Background: an optimization exercise with open tools, aiming at small area, a short achievable clock period and few clock cycles per item. Do not read the settings as production practice. At most, simulation tests tie the RTL to the original design; equivalence was not proved. Power is estimated from default activity; no workload was simulated.

==> inputs of job 4932 <==
## cla_mp_add_seq
module cla_mp_add_seq #(
    parameter int NUM_WORDS = 4
) (
    input  logic                                 clk,
    input  logic                                 rst,
    input  logic                                 in_valid,
    output logic                                 in_ready,
    input  logic [NUM_WORDS*cla_pkg::WORD_W-1:0] in_a,
    input  logic [NUM_WORDS*cla_pkg::WORD_W-1:0] in_b,
    input  logic                                 in_cin,
    input  logic                                 in_sub,
    output logic                                 out_valid,
    input  logic                                 out_ready,
    output logic [NUM_WORDS*cla_pkg::WORD_W-1:0] out_sum,
    output logic                                 out_cout,
    output logic                                 out_ovf,
    output logic                                 busy
);
Settings: LEC_CHECK=0, ABC_AREA=1, CAP_MARGIN=20, CORE_ASPECT_RATIO=0.4, CORE_MARGIN=2, CORE_UTILIZATION=50, CTS_BUF_LIST=sky130_fd_sc_hd__clkbuf_4 sky130_fd_sc_hd__clkbuf_8, CTS_CLUSTER_DIAMETER=60, CTS_CLUSTER_SIZE=12, SETUP_SLACK_MARGIN=5, SLEW_MARGIN=20; clock period 10.0 ns.
standard.sh (not shown) runs the stock make flow with config.mk's settings and CLKGATE_MAP_FILE= SYNTH_SCRIPT=/design/flow/synth_recipe.tcl, a recipe that flattens the netlist after the stock synthesis.
==> flow/flow/run.sh <==
#!/bin/bash
# Layout flow: the standard ORFS flow, with the port buffers inserted as the smallest buffer
# (repair_design and repair_timing still resize them where timing needs it).
set -euo pipefail
export BUFFER_PORTS_ARGS="-buffer_cell sky130_fd_sc_hd__buf_1"
bash standard.sh > standard_flow.log 2>&1
==> job 8410 (differences from job 4932) <==
--- a/flow/config.mk
+++ b/flow/config.mk
@@ -9,8 +9,5 @@
 export CAP_MARGIN = 20
-export CORE_ASPECT_RATIO = 0.4
 export CORE_MARGIN = 2
-export CORE_UTILIZATION = 50
-export CTS_BUF_LIST = sky130_fd_sc_hd__clkbuf_4 sky130_fd_sc_hd__clkbuf_8
-export CTS_CLUSTER_DIAMETER = 60
-export CTS_CLUSTER_SIZE = 12
+export CORE_UTILIZATION = 40
+export CTS_BUF_LIST = sky130_fd_sc_hd__clkbuf_4
 export SETUP_SLACK_MARGIN = 5
==> summary.txt <==
status=timing/DRC/antenna clean; DR WL met2=32.17 mm; drt wl/cell=18.38 um; critical path peak fanout=12; vias per inst=4.984; GR Layer Usage met3=5.896%; antenna violations before repair=10; Filler cells=3735
The numbers above come from job 4932.

==> summary.txt <==
drt wl/cell=20.25 um; GR Layer Usage met3=8.288%; status=timing/DRC/antenna clean; Filler cells=4989; vias per inst=4.970; critical path peak fanout=49
The numbers above come from job 8410.

No run of this note included a check of the RTL's function; only the layout flow was run.

========
==> job 1584: inputs <==
Another version of the RTL of cla_mp_add_seq (not shown whole).
// cla_mp_add_seq
module cla_mp_add_seq #(
    parameter int NUM_WORDS = 4
) (
    input  logic                                 clk,
    input  logic                                 rst,
    input  logic                                 in_valid,
    output logic                                 in_ready,
    input  logic [NUM_WORDS*cla_pkg::WORD_W-1:0] in_a,
    input  logic [NUM_WORDS*cla_pkg::WORD_W-1:0] in_b,
    input  logic                                 in_cin,
    input  logic                                 in_sub,
    output logic                                 out_valid,
    input  logic                                 out_ready,
    output logic [NUM_WORDS*cla_pkg::WORD_W-1:0] out_sum,
    output logic                                 out_cout,
    output logic                                 out_ovf,
    output logic                                 busy
);
==> flow/config.mk <==
export PLATFORM = sky130hd
export DESIGN_NAME = cla_mp_add_seq
export DESIGN_NICKNAME = cla_mp_add_seq
export VERILOG_FILES = /design/flow/design.v
export SDC_FILE = /design/flow/constraint.sdc
export NUM_CORES = 4
export LEC_CHECK = 0
export ABC_AREA = 1
export CAP_MARGIN = 20
export CORE_MARGIN = 2
export CORE_UTILIZATION = 40
export CTS_BUF_LIST = sky130_fd_sc_hd__clkbuf_4 sky130_fd_sc_hd__clkbuf_8
export SETUP_SLACK_MARGIN = 5
export SLEW_MARGIN = 20
==> flow/constraint.sdc <==
create_clock -name core_clock -period 10.0 [get_ports {clk}]
set_input_delay 2.0000 -clock core_clock [delete_from_list [all_inputs] [get_ports {clk}]]
set_output_delay 2.0000 -clock core_clock [all_outputs]
set_load 0.01 [all_outputs]
Scripts as last shown in full above: flow/flow/run.sh
==> inputs of job 8587, as changes to job 1584 <==
--- a/flow/flow/run.sh
+++ b/flow/flow/run.sh
@@ -4,3 +4,4 @@
 set -euo pipefail
 export BUFFER_PORTS_ARGS="-buffer_cell sky130_fd_sc_hd__buf_1"
+export SETUP_SLACK_MARGIN=5.4
 bash standard.sh > standard_flow.log 2>&1
--- a/flow/config.mk
+++ b/flow/config.mk
@@ -8,7 +8,7 @@
 export ABC_AREA = 1
 export CAP_MARGIN = 20
+export CORE_ASPECT_RATIO = 0.4
 export CORE_MARGIN = 2
-export CORE_UTILIZATION = 40
-export CTS_BUF_LIST = sky130_fd_sc_hd__clkbuf_4 sky130_fd_sc_hd__clkbuf_8
-export SETUP_SLACK_MARGIN = 5
+export CORE_UTILIZATION = 50
+export CTS_BUF_LIST = sky130_fd_sc_hd__clkbuf_4
 export SLEW_MARGIN = 20
==> flow_summary.yaml <==
final_layout:
  buf_share_pct: 12.42
  n_all_buffers: 793
worst_setup_path:
  crit_top_cell: "nand2_1"
outcome:
  outcome: "timing/DRC/antenna clean"
That was job 1584.
==> flow_summary.yaml <==
outcome:
  outcome: "timing/DRC/antenna clean"
final_layout:
  multi_input_area_sq_um: 13430
  n_all_buffers: 878
  num-multi-input-gates: 1746
  n_fill_cell: 3604
worst_setup_path:
  crit_top_cell: "nand2_2"
  critPathKind: "input port to flip-flop"
power:
  p_total_uw: 4683
That was job 8587.
Testbench counts of job 1584, summed over its fixed seeds: cycles 1,608, items 1,600.
Testbench counts of job 8587, summed over its fixed seeds: cycles 1,608, items 1,600.

[separate check: timing with driven ports]
The flow's constraints put no driver on any port. The routed layouts listed below were extracted and timed again, unchanged, in two steps.
Step 1, drivers: a clkbuf_16 drives clk and a buf_2 each remaining input, both assumed.
Step 2 moves the port delays by t, midway between the first and last clock arrival at a register: inputs arrive t later, outputs are due t later. That takes back most of the time a late clock gives input paths.
Slacks: no drivers / after step 1 / after step 2; pairs: no drivers / after step 1.
| run | shift t [ns] | setup WS [ns] | hold slack, ns | worst setup path after step 2 | cell pins on the clock port's net |
|---|---|---|---|---|---|
| job 4932 | 0.647 | 5.134 / 5.068 / 4.421 | 0.918 / 0.918 / 0.918 | input to register | 1 |
| job 8410 | 0.850 | 5.215 / 5.179 / 4.329 | 0.936 / 0.936 / 0.936 | input to register | 1 |
| job 1584 | 0.673 | 5.108 / 5.034 / 4.361 | 0.866 / 0.866 / 0.866 | input to register | 1 |
| job 8587 | 0.822 | 5.282 / 5.180 / 4.358 | 1.124 / 1.124 / 1.124 | input to register | 1 |
After both steps setup and hold are still met in every run listed. The setup slack of job 8587, which loses most, moves by -0.102 ns with the drivers and by -0.924 ns with both steps.
